From an optimization exercise on the open Yosys and OpenROAD flow, aimed at small area, a short achievable clock period and few clock cycles per item; shortcuts taken in it are not production practice.
At most, simulation tests tie the RTL to the original design; equivalence was not proved.

Setup of Q:
==> flow/design.v (excerpt) <==
module seven_segment_mux_scanner (
  input  logic                         clk_i,
  input  logic                         rst_ni,
  input  logic                         item_valid_i,
  output logic                         item_ready_o,
  input  logic                         item_req_type_i,
  input  logic [ssms_pkg::NumberW-1:0] item_number_i,
  input  logic [ssms_pkg::PointW-1:0]  item_point_index_i,
  output logic                         res_valid_o,
  input  logic                         res_ready_i,
  output logic [ssms_pkg::SegW-1:0]    res_segment_levels_o,
  output logic [ssms_pkg::EnableW-1:0] res_digit_enable_levels_o,
  output logic [ssms_pkg::PosW-1:0]    res_active_position_o,
  input  logic                         psel,
  input  logic                         penable,
  input  logic                         pwrite,
  input  logic [ssms_pkg::AddrW-1:0]   paddr,
  input  logic [ssms_pkg::DataW-1:0]   pwdata,
  output logic [ssms_pkg::DataW-1:0]   prdata,
  output logic                         pready
);
Size: ~2,800 cells after synthesis, about 280 flip-flops, ~19,000 µm² of cells after synthesis.
==> flow/config.mk <==
export PLATFORM = sky130hd
export DESIGN_NAME = seven_segment_mux_scanner
export DESIGN_NICKNAME = seven_segment_mux_scanner
export VERILOG_FILES = /design/flow/design.v
export SDC_FILE = /design/flow/constraint.sdc
export NUM_CORES = 4
export LEC_CHECK = 0
export ABC_AREA = 1
export CAP_MARGIN = 20
export CORE_MARGIN = 2
export CORE_UTILIZATION = 40
export CTS_BUF_LIST = sky130_fd_sc_hd__clkbuf_16
export CTS_CLUSTER_DIAMETER = 100
export CTS_CLUSTER_SIZE = 20
export PLACE_DENSITY = 0.6
export SETUP_SLACK_MARGIN = 2.0
export SLEW_MARGIN = 20
==> flow/constraint.sdc <==
create_clock -name core_clock -period 4.5 [get_ports {clk_i}]
set_input_delay 0.9000 -clock core_clock [delete_from_list [all_inputs] [get_ports {clk_i}]]
set_output_delay 0.9000 -clock core_clock [all_outputs]
set_load 0.01 [all_outputs]
standard.sh (not shown) runs the stock make flow with config.mk's settings and CLKGATE_MAP_FILE= SYNTH_SCRIPT=/design/flow/synth_recipe.tcl, a recipe that flattens the netlist after the stock synthesis.
==> flow/flow/run.sh <==
#!/bin/bash
# Layout flow: the standard flow (standard.sh) with two changes:
#  - ports are buffered with the cell named in flow/port_buffer.txt (when present)
#    instead of the cell the resizer picks by default; every port still gets a buffer;
#  - when flow/abc_map.script is present, the combinational logic of the standard
#    synthesis is re-mapped with that ABC script (same Yosys script otherwise). The
#    registers (names, count, cell types) are compared with the standard synthesis;
#    if they differ in any way the standard netlist is used unchanged.
# Each tool's output goes to a log file of its own in this folder.
set -uo pipefail
HERE=$(pwd)
RES=$HERE/orfs/results/$FLOW_PLATFORM/seven_segment_mux_scanner/base
EXTRA=()
if [[ -f flow/port_buffer.txt ]]; then
  EXTRA+=("BUFFER_PORTS_ARGS=-buffer_cell $(tr -d ' \n' < flow/port_buffer.txt)")
fi

bash standard.sh "${EXTRA[@]}" synth > $HERE/log_standard_synth.txt 2>&1 || exit 1
cp $RES/1_2_yosys.v $HERE/standard_1_2_yosys.v

# 2. the same synthesis with the ABC script replaced
if [[ -f flow/abc_map.script ]]; then
  MAKELINE=$(grep '^make ' standard.sh)
  {
    echo 'proc abc {args} {'
    echo '  set i [lsearch -exact $args -script]'
    echo "  if {\$i >= 0} { lset args [expr {\$i + 1}] $HERE/flow/abc_map.script }"
    echo '  yosys abc {*}$args'
    echo '}'
    cat synth_recipe.tcl
  } > $HERE/my_synth.tcl
  MYLINE=$(echo "$MAKELINE" | sed -e "s#WORK_HOME=[^ ]*#WORK_HOME=$HERE/orfs_my#" -e "s#SYNTH_SCRIPT=[^ ]*#SYNTH_SCRIPT=$HERE/my_synth.tcl#" -e 's#"\${@:-finish}"#synth#')
  eval "$MYLINE" > $HERE/log_my_synth.txt 2>&1
  MYRES=$HERE/orfs_my/results/$FLOW_PLATFORM/seven_segment_mux_scanner/base
  regs() { grep -E '^\s*sky130_fd_sc_hd__(df|edf|sdf|dl)[a-z0-9_]*\s' "$1" | awk '{print $1, $2}' | sed -E 's/_[0-9]+ / /' | sort; }
  if [[ -f $MYRES/1_2_yosys.v ]] && diff <(regs $HERE/standard_1_2_yosys.v) <(regs $MYRES/1_2_yosys.v) > $HERE/log_reg_diff.txt \
     && [[ $(regs $HERE/standard_1_2_yosys.v | wc -l) -gt 0 ]]; then
    echo "registers match; using the re-mapped netlist" > $HERE/log_choice.txt
    cp $MYRES/1_2_yosys.v $RES/1_2_yosys.v
    rm -f $RES/1_synth.odb $RES/1_synth.sdc
  else
    echo "registers differ; using the standard netlist" > $HERE/log_choice.txt
  fi
fi

# 3. the rest of the standard flow
bash standard.sh "${EXTRA[@]}" finish > $HERE/log_standard_finish.txt 2>&1
==> flow/flow/port_buffer.txt <==
sky130_fd_sc_hd__buf_1
No stage failed in Q, and the final checks on the layout all came back clean.
Testbench counts of Q, summed over its fixed seeds: cycles 9,792, items 9,600.
## Diff of input files: P against Q
--- a/flow/design.v
+++ b/flow/design.v
@@ -36,35 +36,39 @@
   logic [2:0]      nxt_q;
   logic [7:0][3:0] digit_q;
   logic [3:0]      point_q;
   logic [7:0]      held_q;
   logic [7:0]      en_q;
   logic            lit_q;
   logic            res_valid_q;
   logic       adv_w;
   logic       cfg_wr_w;
   logic [1:0] cfg_idx_w;
   logic [3:0] rd_w;
+  logic [3:0] rd_q;
   assign pready    = 1'b1;
   assign cfg_idx_w = paddr[3:2];
   assign cfg_wr_w  = psel && penable && pwrite;
   always_comb begin
     rd_w = '0;
     case (cfg_idx_w)
       2'd0: rd_w    = num_digits_q;
       2'd1: rd_w[0] = seg_act_high_q;
       2'd2: rd_w[0] = en_act_high_q;
       default: rd_w[0] = scan_en_q;
     endcase
   end
-  assign prdata = {28'd0, rd_w};
+  always_ff @(posedge clk_i) begin
+    rd_q <= rd_w;
+  end
+  assign prdata = {28'd0, rd_q};
   always_ff @(posedge clk_i or negedge rst_ni) begin
     if (!rst_ni) begin
       num_digits_q   <= 4'd4;
       seg_act_high_q <= 1'b1;
       en_act_high_q  <= 1'b0;
       scan_en_q      <= 1'b0;
     end else if (cfg_wr_w) begin
       case (cfg_idx_w)
         2'd0: num_digits_q   <= pwdata[3:0];
         2'd1: seg_act_high_q <= pwdata[0];
         2'd2: en_act_high_q  <= pwdata[0];
==> comparison <==
- Taking Q as the reference point, the average footprint of a synthesized cell of P rises by 1.5%.
- Looking at share of the cycle needed by the critical path after routing, P sits 0.81 points lower than Q does.
- P | status: complete | timing, DRC, antenna: pass
- Q → P: count of buffers not belonging to the clock network in the layout went down; met1 usage went down.
- Of P and Q, it is P that has the lower via count.
- Against Q, final wirelength in P came out better.
- Finished layout cell area shrinks slightly when moving from Q to P.
- Diff P..Q | count of input and output buffers | unchanged
- P gives more buffers plus inverters on the worst setup path than Q did.
- Fmax: P vs Q up about 1.5%
Testbench counts of P, summed over its fixed seeds: cycles 9,792, items 9,600.

========
== the previous run ==
seven_segment_mux_scanner, a different RTL version from the one above (not shown whole).
For scale: ~2900 cells after synthesis, ~130 I/O pins, roughly 20000 um2 of cells after synthesis.
clock: 4.5 ns
lec_check: 0
abc_area: 1
cap_margin: 20
core_margin: 2
core_utilization: 40
cts_buf_list: sky130_fd_sc_hd__clkbuf_16
cts_cluster_diameter: 100
cts_cluster_size: 20
place_density: 0.6
setup_slack_margin: 2.0
slew_margin: 20
Scripts as last shown in full above: flow/flow/run.sh, flow/flow/port_buffer.txt
The previous run finished every stage and its layout cleared the timing, design-rule and antenna checks.
Testbench counts of the previous run, summed over its fixed seeds: cycles 9,792, items 9,600.
The inputs of the current run differ from those of the previous run as listed below.
--- a/flow/design.v
+++ b/flow/design.v
@@ -38,35 +38,31 @@
   logic [3:0]      point_q;
   logic [7:0]      held_q;
   logic [7:0]      en_q;
   logic            lit_q;
   logic            res_valid_q;
   logic       adv_w;
   logic       cfg_wr_w;
   logic [1:0] cfg_idx_w;
   logic [3:0] rd_w;
-  logic [3:0] rd_q;
   assign pready    = 1'b1;
   assign cfg_idx_w = paddr[3:2];
   assign cfg_wr_w  = psel && penable && pwrite;
   always_comb begin
     rd_w = '0;
     case (cfg_idx_w)
       2'd0: rd_w    = num_digits_q;
       2'd1: rd_w[0] = seg_act_high_q;
       2'd2: rd_w[0] = en_act_high_q;
       default: rd_w[0] = scan_en_q;
     endcase
   end
-  always_ff @(posedge clk_i) begin
-    rd_q <= rd_w;
-  end
-  assign prdata = {28'd0, rd_q};
+  assign prdata = {28'd0, rd_w};
   always_ff @(posedge clk_i or negedge rst_ni) begin
     if (!rst_ni) begin
       num_digits_q   <= 4'd4;
       seg_act_high_q <= 1'b1;
       en_act_high_q  <= 1'b0;
       scan_en_q      <= 1'b0;
     end else if (cfg_wr_w) begin
       case (cfg_idx_w)
         2'd0: num_digits_q   <= pwdata[3:0];
==> run summary <==
The current run ran to completion and came out clean on the timing, design-rule and antenna checks.
Worst hold slack: the current run and the previous run compared, higher one is the previous run
Worst-case headroom to the max-slew limit down 4.8 points in the current run wrt the previous run
From the previous run to the current run the numbers moved as follows: floorplan die area fell by about 1%; number of global-route vias before repair went down; fill cell total of the finished layout has decreased.
The current run and the previous run ended up with nearly the same tap cell count.
For the current run, only the layout was checked, not whether the RTL still works.

========
raven:
RTL: one of the versions met above, not the one the previous note started from.
Size: ~2800 cells after synthesis, ~130 I/O pins.
// seven_segment_mux_scanner
module seven_segment_mux_scanner (
  input  logic                         clk_i,
  input  logic                         rst_ni,
  input  logic                         item_valid_i,
  output logic                         item_ready_o,
  input  logic                         item_req_type_i,
  input  logic [ssms_pkg::NumberW-1:0] item_number_i,
  input  logic [ssms_pkg::PointW-1:0]  item_point_index_i,
  output logic                         res_valid_o,
  input  logic                         res_ready_i,
  output logic [ssms_pkg::SegW-1:0]    res_segment_levels_o,
  output logic [ssms_pkg::EnableW-1:0] res_digit_enable_levels_o,
  output logic [ssms_pkg::PosW-1:0]    res_active_position_o,
  input  logic                         psel,
  input  logic                         penable,
  input  logic                         pwrite,
  input  logic [ssms_pkg::AddrW-1:0]   paddr,
  input  logic [ssms_pkg::DataW-1:0]   pwdata,
  output logic [ssms_pkg::DataW-1:0]   prdata,
  output logic                         pready
);
Settings: LEC_CHECK=0, ABC_AREA=1, CAP_MARGIN=20, CORE_MARGIN=2, CORE_UTILIZATION=40, CTS_BUF_LIST=sky130_fd_sc_hd__clkbuf_8, PLACE_DENSITY=0.6, SETUP_SLACK_MARGIN=2.0, SLEW_MARGIN=20; clock period 4.5 ns.
Scripts as last shown in full above: flow/flow/run.sh, flow/flow/port_buffer.txt
Testbench counts of raven, summed over its fixed seeds: cycles 9,792, items 9,600.
Setup changes, raven to delta
--- a/flow/design.v
+++ b/flow/design.v
@@ -41,29 +41,25 @@
   logic            lit_q;
   logic            res_valid_q;
   logic       adv_w;
   logic       cfg_wr_w;
   logic [1:0] cfg_idx_w;
   logic [3:0] rd_w;
-  logic [3:0] rd_q;
   assign pready    = 1'b1;
   assign cfg_idx_w = paddr[3:2];
   assign cfg_wr_w  = psel && penable && pwrite;
   always_comb begin
     rd_w = '0;
     case (cfg_idx_w)
       2'd0: rd_w    = num_digits_q;
       2'd1: rd_w[0] = seg_act_high_q;
       2'd2: rd_w[0] = en_act_high_q;
       default: rd_w[0] = scan_en_q;
     endcase
   end
-  always_ff @(posedge clk_i) begin
-    rd_q <= rd_w;
-  end
-  assign prdata = {28'd0, rd_q};
+  assign prdata = {28'd0, rd_w};
   always_ff @(posedge clk_i or negedge rst_ni) begin
     if (!rst_ni) begin
       num_digits_q   <= 4'd4;
       seg_act_high_q <= 1'b1;
       en_act_high_q  <= 1'b0;
       scan_en_q      <= 1'b0;
--- outcome ---
- Of the two values seen for capturing instance or port of the critical path, prdata[1] was produced by delta and item_ready_o by raven.
- Re cell count along the critical path: no difference whatsoever between raven and delta.
- Aggregate routed wire length: delta worse than raven
- Relative to raven, the die footprint of delta is lower by about 0.5%.
- Measured against each other, raven and delta differ in worst hold slack, the lower figure coming from delta.
- Of delta and raven, it is delta that has the lower maximum frequency from static timing analysis.
- In delta, the global-route met1 utilization came out 0.69 points above the value in raven.
- Between raven and delta, final critical path time including I/O delays and setup increased.
- Non-clock buffer count sits higher in delta than in raven.
- Changes observed in delta relative to raven: number of buffers and inverters on the critical path went down by 1; share of synthesized registers carrying an async set or reset moved up; net count of the finished layout up 38; post-synthesis instance total rose by about 0.9%.
- [delta] global-route wire length before repair rose 1.2% relative to raven
- delta has less setup slack than raven.
Testbench counts of delta, summed over its fixed seeds: cycles 9,792, items 9,600.

========
Another version of the RTL of seven_segment_mux_scanner (not shown whole).
Size: roughly 280 flip-flops, roughly 0.020 mm2 of cells after synthesis.
==> flow/config.mk <==
export PLATFORM = sky130hd
export DESIGN_NAME = seven_segment_mux_scanner
export DESIGN_NICKNAME = seven_segment_mux_scanner
export VERILOG_FILES = /design/flow/design.v
export SDC_FILE = /design/flow/constraint.sdc
export NUM_CORES = 4
export LEC_CHECK = 0
export ABC_AREA = 1
export CAP_MARGIN = 20
export CORE_MARGIN = 2
export CORE_UTILIZATION = 40
export CTS_BUF_LIST = sky130_fd_sc_hd__clkbuf_16
export CTS_CLUSTER_DIAMETER = 120
export CTS_CLUSTER_SIZE = 25
export PLACE_DENSITY = 0.6
export SETUP_SLACK_MARGIN = 2.2
export SLEW_MARGIN = 20
==> flow/constraint.sdc <==
create_clock -name core_clock -period 4.5 [get_ports {clk_i}]
set_input_delay 0.9000 -clock core_clock [delete_from_list [all_inputs] [get_ports {clk_i}]]
set_output_delay 0.9000 -clock core_clock [all_outputs]
set_load 0.01 [all_outputs]
Scripts as last shown in full above: flow/flow/run.sh, flow/flow/port_buffer.txt
Testbench counts at the start, summed over its fixed seeds: cycles 9,792, items 9,600.
Then changed:
--- a/flow/design.v
+++ b/flow/design.v
@@ -733,18 +733,20 @@
       end else if (scan_en_q) begin
         pos_d  = nxt_q;
         held_d = seg_act_high_q ? pat_w : ~pat_w;
         lit_d  = 1'b1;
       end else begin
         lit_d = 1'b0;
       end
+      onehot_w = lit_d ? (8'd1 << pos_d) : 8'd0;
+      en_d     = en_act_high_q ? onehot_w : ~onehot_w;
+    end else begin
+      onehot_w = '0;
     end
     if (cfg_wr_w && (cfg_idx_w == 2'd3) && !pwdata[0]) lit_d = 1'b0;
-    onehot_w = lit_d ? (8'd1 << pos_d) : 8'd0;
-    en_d     = en_act_high_q ? onehot_w : ~onehot_w;
   end
   always_ff @(posedge clk_i or negedge rst_ni) begin
     if (!rst_ni) begin
       pos_q       <= '0;
       nxt_q       <= 3'd1;
       point_q     <= 4'hF;
       held_q      <= '0;
Outcome: The new run completed without violations; sequential cell count is unchanged; fmax falls by 1.1%; count of clock-buffer cells in the layout goes up by 1; cell count goes up by 1.9%; routed wire length is about the same.
Testbench counts after the change, summed over its fixed seeds: cycles 9,792, items 9,600.

========
seven_segment_mux_scanner with an RTL version that a note above also has.
For scale: roughly 2,900 cells after synthesis, roughly 280 flip-flops, ~130 I/O pins.
export LEC_CHECK = 0
export ABC_AREA = 1
export CAP_MARGIN = 20
export CORE_MARGIN = 2
export CORE_UTILIZATION = 40
export CTS_BUF_LIST = sky130_fd_sc_hd__clkbuf_16
export CTS_CLUSTER_DIAMETER = 100
export CTS_CLUSTER_SIZE = 20
export PLACE_DENSITY = 0.6
export SETUP_SLACK_MARGIN = 2.2
export SLEW_MARGIN = 20
create_clock -name core_clock -period 4.5 [get_ports {clk_i}]
Scripts as last shown in full above: flow/flow/run.sh, flow/flow/port_buffer.txt
Testbench counts at the start, summed over its fixed seeds: cycles 9,792, items 9,600.
Change:
--- a/flow/design.v
+++ b/flow/design.v
@@ -39,33 +39,29 @@
   logic [7:0]      held_q;
   logic [7:0]      en_q;
   logic            lit_q;
   logic            res_valid_q;
   logic       adv_w;
   logic       cfg_wr_w;
   logic [1:0] cfg_idx_w;
   logic [3:0] rd_w;
-  logic [3:0] rd_q;
   assign pready    = 1'b1;
   assign cfg_idx_w = paddr[3:2];
   assign cfg_wr_w  = psel && penable && pwrite;
   always_comb begin
     rd_w = '0;
     case (cfg_idx_w)
       2'd0: rd_w    = num_digits_q;
       2'd1: rd_w[0] = seg_act_high_q;
       2'd2: rd_w[0] = en_act_high_q;
       default: rd_w[0] = scan_en_q;
     endcase
   end
-  always_ff @(posedge clk_i) begin
-    rd_q <= rd_w;
-  end
-  assign prdata = {28'd0, rd_q};
+  assign prdata = {28'd0, rd_w};
   always_ff @(posedge clk_i or negedge rst_ni) begin
     if (!rst_ni) begin
       num_digits_q   <= 4'd4;
       seg_act_high_q <= 1'b1;
       en_act_high_q  <= 1'b0;
       scan_en_q      <= 1'b0;
     end else if (cfg_wr_w) begin
       case (cfg_idx_w)
The new run ran to the end with no violations. Synthesized area shrinks slightly. Utilization grows by 1.1 points. Maximum frequency shrinks by a few percent. Register-to-register slack is worse by 0.04 ns. Wire length grows slightly. Critical path depth grows by 2. Die area shrinks slightly.
Testbench counts after the change, summed over its fixed seeds: cycles 9,792, items 9,600.

## re-timing with driven ports
The flow's constraints put no driver on any port. The routed layouts listed below were extracted and timed again, unchanged, in two steps.
Step 1 assumes that a clkbuf_16 drives the clock port and a buf_2 every other input.
Step 2 times the ports against the registers' clock, not the clock port: input delays grow and output delays shrink by t, the midpoint of the rising clock arrivals with the driver on.
Three values: no drivers, after step 1, after step 2; two values: the first two.
| run | shift t [ns] | slack for setup (ns) | worst data-port slew with drivers (ns) | pins driven straight from the clock port |
|---|---|---|---|---|
| Q | 0.581 | 2.057 / 2.037 / 1.670 | 0.04 | 1 |
| P | 0.577 | 2.094 / 2.073 / 1.637 | 0.03 | 1 |
| the previous run | 0.576 | 2.104 / 2.079 / 1.558 | 0.04 | 1 |
| the current run | 0.575 | 2.034 / 2.011 / 1.538 | 0.03 | 1 |
| raven | 0.657 | 2.097 / 2.050 / 1.531 | 0.03 | 1 |
| delta | 0.679 | 2.076 / 2.038 / 1.535 | 0.04 | 1 |
| the first run of note 4 | 0.552 | 2.230 / 2.209 / 1.829 | 0.04 | 1 |
| the second run of note 4 | 0.552 | 2.204 / 2.172 / 1.838 | 0.04 | 1 |
| the first run of note 5 | 0.569 | 2.204 / 2.172 / 1.815 | 0.04 | 1 |
| the second run of note 5 | 0.573 | 2.114 / 2.075 / 1.771 | 0.05 | 1 |
After both steps setup and hold are still met in every run listed. For raven, which loses most, drivers alone change the setup slack by -0.047 ns; drivers and shift together by -0.566 ns.
